Background: an optimization exercise with open tools, aiming at small area, a short achievable clock period and few clock cycles per item. Do not read the settings as production practice.
At most, simulation tests tie the RTL to the original design; equivalence was not proved.
No functional check of the RTL was part of runs 2 and 3.

==> design/flow/design.v <==
module cordic_atanh_vec (
   input  logic        clk,
   input  logic        rst,
   input  logic        i_start,
   input  logic [31:0] i_xIn,
   input  logic        i_funcSelect,
   output logic        o_busy,
   output logic        o_done,
   output logic [32:0] o_result,
   output logic        o_clamped
);
   function automatic int stageShift(input int k);
      case (k)
         0:       stageShift = 1;
         1:       stageShift = 2;
         2:       stageShift = 3;
         3, 4:    stageShift = 4;
         5:       stageShift = 5;
         6:       stageShift = 6;
         7:       stageShift = 7;
         8:       stageShift = 8;
         9:       stageShift = 9;
         10:      stageShift = 10;
         11:      stageShift = 11;
         12:      stageShift = 12;
         13, 14:  stageShift = 13;
         default: stageShift = 14;
      endcase
   endfunction
   function automatic logic [16:0] stageAngle(input int k);
      case (k)
         0:       stageAngle = 17'd9000;
         1:       stageAngle = 17'd4185;
         2:       stageAngle = 17'd2059;
         3, 4:    stageAngle = 17'd1025;
         5:       stageAngle = 17'd512;
         6:       stageAngle = 17'd256;
         7:       stageAngle = 17'd128;
         8:       stageAngle = 17'd64;
         9:       stageAngle = 17'd32;
         10:      stageAngle = 17'd16;
         11:      stageAngle = 17'd8;
         12:      stageAngle = 17'd4;
         13, 14:  stageAngle = 17'd2;
         default: stageAngle = 17'd1;
      endcase
   endfunction
   function automatic int yTop(input int k);
      case (k)
         0:       yTop = 14;
         1, 2:    yTop = 13;
         3:       yTop = 12;
         4:       yTop = 11;
         5:       yTop = 10;
         6:       yTop = 9;
         7:       yTop = 8;
         8:       yTop = 7;
         9:       yTop = 6;
         10, 11:  yTop = 5;
         12, 13:  yTop = 4;
         default: yTop = 3;
      endcase
   endfunction
   logic        r_busy;
   logic        r_done;
   logic [15:0] r_step;      
   logic [14:0] r_x;
   logic [14:0] r_y;
   logic [16:0] r_z;
   logic        r_func;
   logic        r_hi;
   logic        r_lo;
   logic        w_accept;
   logic signed [31:0] w_arg;
   logic [14:0] w_argLow;
   logic        w_hi;
   logic        w_lo;
   assign w_accept = i_start & ~r_busy & ~r_done;
   always_comb begin
      w_arg    = i_funcSelect ? i_xIn : (i_xIn << 1) - 32'd16384;
      w_argLow = w_arg[14:0];
      w_hi     = w_arg > 32'sd13107;
      w_lo     = w_arg < -32'sd13107;
   end
   logic [14:0] w_xs;       
   logic [14:0] w_ys;       
   logic [16:0] w_ang;      
   logic [14:0] w_xMask;
   logic signed [14:0] w_yExt;
   logic        w_pos;      
   logic [13:0] w_ySum;
   logic [14:0] w_xSum;
   logic [16:0] w_zSum;
   always_comb begin
      w_xs  = '0;
      w_ys  = '0;
      w_ang = '0;
      for (int k = 0; k < 16; k++) begin
         w_xMask = (k < 2) ? r_x : {1'b0, r_x[13:0]};
         w_yExt  = r_y;
         for (int j = 0; j < 15; j++)
            if (j > yTop(k)) w_yExt[j] = r_y[14];
         if (r_step[k]) begin
            w_xs  = w_xs  | (w_xMask >> stageShift(k));
            w_ys  = w_ys  | 15'(w_yExt >>> stageShift(k));
            w_ang = w_ang | stageAngle(k);
         end
      end
      if (!r_func) w_ang = w_ang << 1;
      w_pos  = ~r_y[14];
      w_ySum = w_pos ? r_y[13:0] - w_xs[13:0] : r_y[13:0] + w_xs[13:0];
      w_xSum = w_pos ? r_x - w_ys : r_x + w_ys;
      w_zSum = w_pos ? r_z + w_ang : r_z - w_ang;
   end
   always_ff @(posedge clk) begin
      if (!r_busy) begin
         r_x    <= 15'd16384;
         r_y    <= w_argLow;
         r_z    <= '0;
         r_func <= i_funcSelect;
         r_hi   <= w_hi;
         r_lo   <= w_lo;
      end else if (r_step[0] && r_hi) begin
         r_x <= 15'd9831;
         r_y <= 15'd4915;
         r_z <= r_func ? 17'd9000 : 17'd18000;
      end else if (r_step[0] && r_lo) begin
         r_x <= 15'd9830;
         r_y <= -15'sd4915;
         r_z <= r_func ? -17'sd9000 : -17'sd18000;
      end else begin
         r_x <= w_xSum;
         r_y <= {w_ySum[13], w_ySum};
         r_z <= w_zSum;
      end
   end
   always_ff @(posedge clk or posedge rst) begin
      if (rst) begin
         r_busy <= 1'b0;
         r_done <= 1'b0;
         r_step <= '0;
      end else begin
         r_step <= {r_step[14:0], w_accept};
         r_busy <= w_accept | (r_busy & ~r_step[15]);
         r_done <= r_step[15];
      end
   end
   assign o_busy    = r_busy;
   assign o_done    = r_done;
   assign o_result  = {{16{r_z[16]}}, r_z};
   assign o_clamped = r_hi | r_lo;
endmodule
==> design/flow/run.sh <==
#!/bin/bash
# synth_recipe.tcl (not shown) runs the flow's synth.tcl, then flattens the netlist and writes it again
# the make line also repeats each setting of config.mk as NAME=value (left out here)
make -C /OpenROAD-flow-scripts/flow DESIGN_CONFIG=/design/flow/config.mk WORK_HOME=/design/flow/orfs CLKGATE_MAP_FILE= SYNTH_SCRIPT=/design/flow/synth_recipe.tcl finish
==> design/flow/config.mk <==
export PLATFORM = sky130hd
export DESIGN_NAME = cordic_atanh_vec
export DESIGN_NICKNAME = cordic_atanh_vec
export VERILOG_FILES = /design/flow/design.v
export SDC_FILE = /design/flow/constraint.sdc
export NUM_CORES = 4
export LEC_CHECK = 0
export CAP_MARGIN = 20
export CORE_MARGIN = 2
export CORE_UTILIZATION = 40
export SLEW_MARGIN = 20
==> design/flow/constraint.sdc <==
create_clock -name core_clock -period 5.0 [get_ports {clk}]
set_input_delay 1.0000 -clock core_clock [delete_from_list [all_inputs] [get_ports {clk}]]
set_output_delay 1.0000 -clock core_clock [all_outputs]
set_load 0.01 [all_outputs]
==> summary.txt, run 1 <==
Max stage delay on crit path 0.39 ns; CP Cell Sequence or2_1 -> nor3_2 -> nand2b_1 -> o21ai_0 -> ha_1 -> nand2_1 -> nor2_1 -> nand2_1 -> o311ai_0 -> a21oi_1 -> a221o_1 -> ha_1 -> and3_1 -> and3_1 -> a21o_1 -> a211oi_2 -> nor4_1 -> a2111oi_2 -> xnor2_1 -> a21oi_1; type of the worst min-delay path reg -> reg; Worst Setup Path Type reg -> reg; worst hold path depth 1; dpl hpwl 15000 um; die area 18500 sq um; top_reg_cell synth dfxtp_1; register area 1480 sq um; largest area contributor in the netlist dfxtp_1; largest cells by area after synthesis dfxtp_1 (13%), ha_1 (8.4%), dfrtp_1 (6.4%); Clk pin slew, worst setup/hold paths 0.06 ns; outcome finished clean; compound-cell area share of the yosys netlist 29.2%; CP Depth 20; post-layout min period 4.68 ns; Final TNS setup 0 ns; Max Fclk 214 MHz; TritonCTS clock tree yes; core area 17200 sq um; final WL 20400 um; Synth Area per Inst 7.78 sq um; Netlist cell types 77; layout cells sized above 1 6.47%; Sink Count 68; Initial Util 40.7%; simple-gate share of the synthesized area 20.5%; most frequent cells in the layout a21oi_1 (71), clkdlybuf4s50_1 (71), o21ai_0 (63), nor2_1 (59), nand2_1 (51); largest net degree at the start of global routing 41; Worst-Margin Slew 1.10 ns; GRT Total Usage 22.2%; vias in the first global route 6495; GRT met1 Usage 30.3%; Via density 6.01; first-pass detailed-route iteration total 5; chip width 136 um; CP endpoint kind flop; Post-synth EDFFs 3; element type at the critical path start flop; TritonCTS buffer count 9; wire per inst 17.7 um; DR DRC count 0; Critical Path Fanout Max 5; final net count 1009; boundary pin count 72; largest delay contributor family on the critical path compound AO/OA/AOI/OAI gates; met3 Usage GRT 3.58%; Yosys reg bits 68; 1st-iter DRT viols 566; CP arrival 4.88 ns; top cell type's share of synthesized area 13.5%; Setup Skew 0.00510 ns; ys async rst share 26.5%; root buf cell clkbuf_16; Cells after Synth 898; gr busiest metal met2; Adder-Cell Fraction of Synth Area 9.28%; Final setup viols 0; Fillers 1782; Worst Path Buf+Inv 0; area grow syn2layout 14.9%; Longest Clk Path Bufs 2; mux share of post-synthesis cell area 2.94%; max-slew violations 0; # port buffers 71; Final Cycle Share 93.5%; Die H 136 um; post-synthesis cell area 6990 sq um; antenna viol nets, final 0; first-pass GRT wire length 32700 um; Clk Latency, worst-skew pair 0.35 ns; Worst Path Required 5.20 ns; row cnt 48; total gr overflow 0; GPL Wtd Cong 0.873; syn nets 984; met2 Resource Use GR 35.1%; CP max stage cell a2111oi_2; Seq/Total Area, Yosys 21.2%; cts hold-fix bufs 0; R2R cell count 20; Slew headroom 26.9%; largest family of logic cells by synthesized area compound AO/OA/AOI/OAI gates; Ant. Diodes 0; total of max-cap violations 0; multi-input combinational cell area 5000 sq um; Post-Synth XOR/XNOR Area 9.53%; antenna violations before repair 0; Hold Vio Cnt, Final 0; Syn. warnings 1; routed vias 6926; H-tree levels 3
worst register-to-register path: stages (launching register included):
cell,delay [ns]
dfrtp_1,0.37
or2_1,0.26
nor3_2,0.16
nand2b_1,0.12
o21ai_0,0.25
ha_1,0.22
nand2_1,0.06
nor2_1,0.24
nand2_1,0.15
o311ai_0,0.33
a21oi_1,0.11
a221o_1,0.28
ha_1,0.31
and3_1,0.21
and3_1,0.18
a21o_1,0.18
a211oi_2,0.34
nor4_1,0.13
a2111oi_2,0.39
xnor2_1,0.16
a21oi_1,0.08
registers in the layout, summed over array words and instances, names as in the netlist:
signal,count
r_done,1
r_func,1
r_y,15
r_busy,1
r_step,16
r_hi,1
r_lo,1
r_z,17
r_x,15
final timing paths:
kind                                     startpoint             endpoint  slack, ns
worst min register to register     r_done$_DFF_PP0_  r_step[0]$_DFF_PP0_       0.44
max in group asynchronous                       rst  r_step[8]$_DFF_PP0_       3.53
min in group asynchronous                       rst  r_step[0]$_DFF_PP0_       1.05
worst max register to register  r_step[3]$_DFF_PP0_   r_z[16]$_SDFF_PP0_       0.32
worst min-delay path               r_done$_DFF_PP0_  r_step[0]$_DFF_PP0_       0.44
worst max-delay path            r_step[3]$_DFF_PP0_   r_z[16]$_SDFF_PP0_       0.32
per-stage QoR:
step / hold WS, ns / cell area, sq um / std cells / util (%) / setup WS, ns
after detailed placement: 0.420 / 7710 / 1137 / 44.9 / 0.119
after CTS: 0.436 / 8010 / 1153 / 46.6 / 0.0896
final: 0.442 / 8030 / 1153 / 46.7 / 0.324
after global placement: 0.414 / 7710 / 1137 / 44.9 / 0.245
after global routing: 0.465 / 8030 / 1153 / 46.7 / -0.0190
after floorplan: 0.352 / 6990 / 898 / - / 0.449
metal layers:
| metal | up-vias | routed length, um |
|---|---|---|
| met4 | 0 | 496 |
| met2 | 240 | 8970 |
| met3 | 32 | 1190 |
| li1 | 3413 | - |
| met5 | - | 0 |
| met1 | 3241 | 9710 |
kinds of logic (layout without fill, tap and decap cells):
kind of cell             after synthesis  count (layout)
AO/OA/AOI/OAI                        308             308
buffers and inverters                106             136
AND/OR/NAND/NOR                      270             270
flip-flops                            68              68
XOR/XNOR                              76              76
multiplexers                          20              20
adder cells (fa/ha/maj)               50              50
what timing repair did:
action,4_1_cts,5_1_grt
gates resized for setup,0,4
endpoints found under the setup margin,0,1
buffers inserted,0,0
synthesized netlist by cell type (19+ instances only):
cell,instances
a21oi_1,71
o21ai_0,63
nor2_1,59
nand2_1,51
xnor2_1,49
dfxtp_1,47
ha_1,47
clkbuf_1,42
inv_1,32
a22oi_1,28
nor3_1,28
xor2_1,27
a31oi_1,23
a222oi_1,19
layout make-up:
type / instances / share of cell area (%)
tap: 225 / 3.51
sequential: 68 / 18.5
clock inverter: 6 / 0.795
clock buffer: 10 / 2.98
timing repair buffer: 88 / 10.4
inverter: 32 / 1.50
multi-input combinational: 724 / 62.3
Testbench counts, summed over its fixed seeds: cycles 23,032, items 1,280.
==> run 2: changes to the inputs <==
--- a/design/flow/design.v
+++ b/design/flow/design.v
@@ -44,6 +44,21 @@
          13, 14:  stageAngle = 17'd2;
          default: stageAngle = 17'd1;
       endcase
+   endfunction
+   function automatic logic [16:0] addKS(input logic [16:0] a, input logic [16:0] b,
+                                         input logic cin);
+      logic [16:0] g, p, gg, pp;
+      g  = a & b;
+      p  = a ^ b;
+      gg = g;
+      pp = p;
+      gg[0] = g[0] | (p[0] & cin);
+      for (int d = 1; d < 17; d = d * 2)
+         for (int i = 16; i >= d; i--) begin
+            gg[i] = gg[i] | (pp[i] & gg[i-d]);
+            pp[i] = pp[i] & pp[i-d];
+         end
+      addKS = p ^ {gg[15:0], cin};
    endfunction
    function automatic int yTop(input int k);
       case (k)
@@ -108,9 +123,9 @@
       end
       if (!r_func) w_ang = w_ang << 1;
       w_pos  = ~r_y[14];
-      w_ySum = w_pos ? r_y[13:0] - w_xs[13:0] : r_y[13:0] + w_xs[13:0];
-      w_xSum = w_pos ? r_x - w_ys : r_x + w_ys;
-      w_zSum = w_pos ? r_z + w_ang : r_z - w_ang;
+      w_ySum = 14'(addKS(17'(r_y[13:0]), 17'(w_xs[13:0] ^ {14{w_pos}}), w_pos));
+      w_xSum = 15'(addKS(17'(r_x), 17'(w_ys ^ {15{w_pos}}), w_pos));
+      w_zSum = addKS(r_z, w_ang ^ {17{~w_pos}}, ~w_pos);
    end
    always_ff @(posedge clk) begin
       if (!r_busy) begin
--- a/design/flow/config.mk
+++ b/design/flow/config.mk
@@ -7,5 +7,6 @@
 export LEC_CHECK = 0
 export CAP_MARGIN = 20
 export CORE_MARGIN = 2
-export CORE_UTILIZATION = 40
+export CORE_UTILIZATION = 50
+export SETUP_SLACK_MARGIN = 2.5
 export SLEW_MARGIN = 20
==> summary.txt, run 2 <==
CP Cell Sequence or2_4 -> a222oi_1 -> and3_1 -> mux2_4 -> inv_2 -> fa_2 -> nor2b_1 -> o21ai_2 -> a21boi_2 -> o211ai_1 -> a21boi_1 -> o31a_1 -> o21a_1 -> or3_1 -> a31o_1; routed vias 6873; final instance area 9100 sq um; chip width 117 um; antenna viol nets, final 0; DR DRC count 0; largest area contributor in the netlist dfxtp_1; top-count cell post-synth a21oi_1; boundary pin count 72; RSZ-0062 raised after global routing yes; Clk Latency, worst-skew pair 0.35 ns; Synth Area per Inst 7.98 sq um; Ant. Diodes 0; Syn. warnings 1; 1st-iter DRT viols 874; area grow syn2layout 42.9%; row cnt 41; Worst Setup Path Type reg -> reg; Area after DPL 7210 sq um; top_reg_cell synth dfxtp_1; CP arrival 3.93 ns; outcome finished clean; CP endpoint kind flop; most frequent cells in the layout buf_4 (87), nand2_1 (64), clkdlybuf4s50_1 (54), a21oi_1 (52); post-layout min period 3.68 ns; Longest Clk Path Bufs 2; Hold Worst Slack 0.469 ns; Sink Count 68; GRT Total Usage 31.0%; syn nets 878; TritonCTS buffer count 9; Seq/Total Area, Yosys 23.3%; Initial Util 50.9%; flop2flop setup slack 1.32 ns; CP max stage cell dfrtp_1; Die H 117 um; Final setup viols 0; root buf cell clkbuf_16; worst hold path depth 1; Reg with most FFs r_z; Post-synth EDFFs 3; largest registers r_z (17), r_step (16); core area 12500 sq um; Worst Path Required 5.25 ns; Netlist cell types 77; ys async rst share 26.5%; Fillers 980; wire per inst 19.8 um; Slew headroom 35.1%; antenna violations before repair 0; first-pass GRT wire length 33000 um; Cells after Synth 798; Max Fclk 272 MHz; Setup Skew 0.0115 ns; die area 13700 sq um; Worst-Margin Slew 0.973 ns; total gr overflow 0; top cell type's share of synthesized area 14.8%; largest cells by area after synthesis dfxtp_1 (15%), ha_1 (8.1%), xnor2_1 (7.8%); largest net degree at the start of global routing 34; final WL 22000 um; # port buffers 71; Worst Hold End r_step[0]$_DFF_PP0_; layout cells sized above 1 31.1%; H-tree levels 3; vias in the first global route 6346; type of the worst min-delay path reg -> reg; r2r startpoint r_step[4]$_DFF_PP0_; TritonCTS clock tree yes; Via density 6.17; Clk pin slew, worst setup/hold paths 0.07 ns; Hold Vio Cnt, Final 0; post-layout util 72.7%; max-slew violations 0; dpl hpwl 13400 um; final net count 1017; Finished Layout Cells 1114; Final TNS setup 0 ns; Yosys reg bits 68; GPL Wtd Cong 0.900; first-pass detailed-route iteration total 9; dpl cells 981; Max stage delay on crit path 0.41 ns; post-synthesis cell area 6370 sq um; Hold Path Origin r_done$_DFF_PP0_; Final Cycle Share 73.6%; reg2reg end r_x[14]$_SDFF_PN1_; Critical Path Fanout Max 5; R2R cell count 15; Post-synth top cells a21oi_1 (76), nand2_1 (66), xnor2_1 (57); Largest register FFs 17; commonest non-fill, non-tap cell in the layout buf_4; element type at the critical path start flop; total of max-cap violations 0
-- run 2: kinds of logic (layout without fill, tap and decap cells) --
family | count (synthesis) | in the layout | share of synthesized area (%)
compound gates | 272 | 272 | 29.0
buf+inv | 90 | 233 | 6.48
flops | 68 | 68 | 23.3
mux | 19 | 19 | 3.01
simple gates | 223 | 224 | 18.0
fa+ha+maj | 44 | 44 | 9.00
xor+xnor | 82 | 82 | 11.3
-- run 2: layer usage --
metal | track usage (%) | part of all wire, % | vias to the layer above
li1 | - | - | 3225
met1 | 42.1 | 42 | 3243
met2 | 49.4 | 47 | 338
met3 | 5.36 | 7.3 | 67
met4 | 11.5 | 2.9 | 0
met5 | 0 | 0 | -
-- run 2: worst max-delay path by stage --
stage	start	end
after floorplan	r_step[3]$_DFF_PP0_	r_x[14]$_SDFF_PN1_
after global placement	r_step[0]$_DFF_PP0_	r_x[14]$_SDFF_PN1_
after detailed placement	r_step[0]$_DFF_PP0_	r_x[14]$_SDFF_PN1_
after CTS	r_step[2]$_DFF_PP0_	r_x[14]$_SDFF_PN1_
after global routing	r_step[4]$_DFF_PP0_	r_x[14]$_SDFF_PN1_
final	r_step[4]$_DFF_PP0_	r_x[14]$_SDFF_PN1_
-- run 2: area by class of cell --
type                       instances  area (sq um)  share of cell area (%)
sequential                        68          1520                    16.6
multi-input combinational        641          5140                    56.5
timing repair buffer             194          1830                    20.1
clock buffer                       9           225                    2.47
inverter                          23          90.1                   0.990
clock inverter                     7          82.6                   0.907
tap                              172           215                    2.36
-- run 2: worst max-delay path, delay by kind of cell (launching register included) --
kind                     cells  cell delay [ns]
AO/OA/AOI/OAI                8             1.68
AND/OR/NAND/NOR              4             0.91
flip-flops                   1             0.41
multiplexers                 1             0.32
adder cells (fa/ha/maj)      1             0.20
buffers and inverters        1             0.06
-- run 2: timing repair --
action,in CTS,in global routing
endpoints found under the setup margin,61,50
resized for setup,110,94
hold buffers,0,0
pin swaps,69,80
cloned,2,0
buffers inserted,72,43
-- run 2: stage by stage --
| stage | setup slack, ns |
|---|---|
| floorplan | 1.56 |
| global placement | 1.22 |
| detailed placement | 1.15 |
| CTS | 1.45 |
| global route | 1.17 |
| finish | 1.32 |
==> run 3: changes to the inputs <==
--- a/design/flow/config.mk
+++ b/design/flow/config.mk
@@ -7,6 +7,5 @@
 export LEC_CHECK = 0
 export CAP_MARGIN = 20
 export CORE_MARGIN = 2
-export CORE_UTILIZATION = 50
-export SETUP_SLACK_MARGIN = 2.5
+export CORE_UTILIZATION = 40
 export SLEW_MARGIN = 20
==> summary.txt, run 3 <==
core area 15700 sq um; chip width 130 um; antenna violations before repair 0; first-pass GRT wire length 30200 um; Hold Worst Slack 0.389 ns; most frequent cells in the layout a21oi_1 (76), clkdlybuf4s50_1 (70), nand2_1 (66), xnor2_1 (57), nor2_1 (53); Longest Clk Path Bufs 2; 1st-iter DRT viols 636; largest net degree at the start of global routing 60; GRT Total Usage 22.3%; top_reg_cell synth dfxtp_1; post-synthesis cell area 6370 sq um; Finished Layout Cells 1040; worst hold path depth 0; cts hold-fix bufs 0; Slew headroom 28.3%; total of max-cap violations 0; Cells after Synth 798; Worst-Margin Slew 1.07 ns; Setup WS pre-CTS 0.998 ns; die area 16900 sq um; boundary pin count 72; element type at the critical path start flop; Hold Path Origin r_step[4]$_DFF_PP0_; CP endpoint kind flop; Setup Skew 0.00854 ns; Syn. warnings 1; CP arrival 4.28 ns; post_cts resized 0; Critical Path Fanout Max 22; H-tree levels 3; top cell type's share of synthesized area 14.8%; max-slew violations 0; GPL Wtd Cong 0.941; reg2reg end r_x[14]$_SDFF_PN1_; Sink Count 68; Die H 130 um; CP Cell Sequence or2_1 -> a222oi_1 -> nand2_1 -> o21ai_0 -> o21a_1 -> fa_1 -> nor2b_1 -> o21ai_1 -> a21boi_1 -> o211ai_1 -> a21boi_1 -> o31a_1 -> o21a_1 -> or3_1 -> a31o_1; Worst Setup Path Type reg -> reg; fin worst setup slack 0.944 ns; final instance area 7350 sq um; row cnt 46; Initial Util 40.5%; TritonCTS clock tree yes; Synth Area per Inst 7.98 sq um; Final setup viols 0; total gr overflow 0; first-pass detailed-route iteration total 9; dpl cells 1024; top-count cell post-synth a21oi_1; Largest register FFs 17; RSZ-0062 raised after global routing no; Max stage delay on crit path 0.57 ns; area grow syn2layout 15.4%; R2R cell count 15; root buf cell clkbuf_16; ys async rst share 26.5%; commonest non-fill, non-tap cell in the layout a21oi_1; DR DRC count 0; TritonCTS buffer count 9; layout cells sized above 1 5.22%; Ant. Diodes 0; Reg with most FFs r_z; CP max stage cell a222oi_1; largest cells by area after synthesis dfxtp_1 (15%), ha_1 (8.1%), xnor2_1 (7.8%); vias in the first global route 5983; Hold Vio Cnt, Final 0; final WL 18200 um; Fillers 1533; largest registers r_z (17), r_step (16); syn nets 878; Area after DPL 7060 sq um; Clk Latency, worst-skew pair 0.34 ns; Netlist cell types 77; Seq/Total Area, Yosys 23.3%; dpl hpwl 13400 um; Yosys reg bits 68; Via density 5.80; # port buffers 71; outcome finished clean; Final Cycle Share 81.1%; largest area contributor in the netlist dfxtp_1; Final TNS setup 0 ns; type of the worst min-delay path reg -> reg; Clk pin slew, worst setup/hold paths 0.06 ns; Max Fclk 247 MHz; wire per inst 17.5 um; Worst Path Required 5.23 ns; final net count 899; r2r startpoint r_step[3]$_DFF_PP0_; routed vias 6037; post-layout min period 4.06 ns; Worst Hold End r_step[5]$_DFF_PP0_; Post-synth top cells a21oi_1 (76), nand2_1 (66), xnor2_1 (57); flop2flop setup slack 0.94 ns; antenna viol nets, final 0; # Post-CTS Setup Buffers 0; Post-synth EDFFs 3
run 3: worst max path at each step:
| stage | startpoint | end | cells past startpoint |
|---|---|---|---|
| finish | r_step[3]$_DFF_PP0_ | r_x[14]$_SDFF_PN1_ | 15 |
| global route | r_step[3]$_DFF_PP0_ | r_z[16]$_SDFF_PP0_ | 14 |
| CTS | r_step[3]$_DFF_PP0_ | r_x[14]$_SDFF_PN1_ | 15 |
| detailed placement | r_step[3]$_DFF_PP0_ | r_x[14]$_SDFF_PN1_ | 15 |
| global placement | i_xIn[13] | r_lo$_DFFE_PN_ | 12 |
| floorplan | r_step[3]$_DFF_PP0_ | r_x[14]$_SDFF_PN1_ | 16 |
run 3: per-layer routing:
metal / wire length (um) / GRT usage, %
met1: 8600 / 29.5
met2: 8060 / 35.4
met3: 1010 / 4.10
met4: 562 / 9.74
met5: 0 / 0
run 3: logic make-up after synthesis:
family | Yosys count | synth area share (%)
compound gates | 272 | 29.0
xor+xnor | 82 | 11.3
fa+ha+maj | 44 | 9.00
buf+inv | 90 | 6.48
flops | 68 | 23.3
mux | 19 | 3.01
simple gates | 223 | 18.0
run 3: through the flow:
| step | utilization, % |
|---|---|
| finish | 46.8 |
| detailed placement | 44.9 |
| CTS | 46.8 |
| global placement | 44.9 |
| global route | 46.8 |
| floorplan | - |
run 3: final cells by class:
cell class / count / area, sq um / share of cell area (%)
inverter: 23 / 86.3 / 1.17
timing repair buffer: 77 / 751 / 10.2
tap: 216 / 270 / 3.68
clock inverter: 2 / 35.0 / 0.477
clock buffer: 14 / 254 / 3.46
sequential: 68 / 1480 / 20.2
multi-input combinational: 640 / 4470 / 60.9
run 3: worst max-delay path, delay by kind of cell, from the launching register on:
family | cells | cell delay (ns)
and+or+nand+nor | 4 | 1.08
AOI/OAI and AO/OA | 10 | 2.22
DFF | 1 | 0.41
adders and majority gates | 1 | 0.21

## static timing again, ports no longer ideal
The results above use ideal ports. As a check the final layouts listed here were re-extracted and re-timed, cells and wires unchanged.
Step 1, drivers: a clkbuf_16 drives clk and a buf_2 each remaining input, both assumed.
Step 2 adds t to the input delays and takes it off the output delays; t is the mean of the earliest and latest rising clock arrival at the registers after step 1. Input paths then give back, and output paths get back, about the clock's delay inside the block.
Three values: no drivers, after step 1, after step 2; two values: the first two.
| run | shift t [ns] | setup WS [ns] | worst hold slack (ns) | clock arrival spread, ns | worst register clock-pin slew, ns |
|---|---|---|---|---|---|
| run 1 | 0.386 | 0.324 / 0.324 / 0.324 | 0.442 / 0.442 / 0.442 | 0.005 / 0.006 | 0.06 / 0.06 |
| run 2 | 0.389 | 1.320 / 1.320 / 1.320 | 0.469 / 0.469 / 0.469 | 0.012 / 0.012 | 0.07 / 0.07 |
| run 3 | 0.379 | 0.944 / 0.944 / 0.944 | 0.389 / 0.389 / 0.389 | 0.009 / 0.009 | 0.06 / 0.06 |
After both steps setup and hold are still met in every run listed.
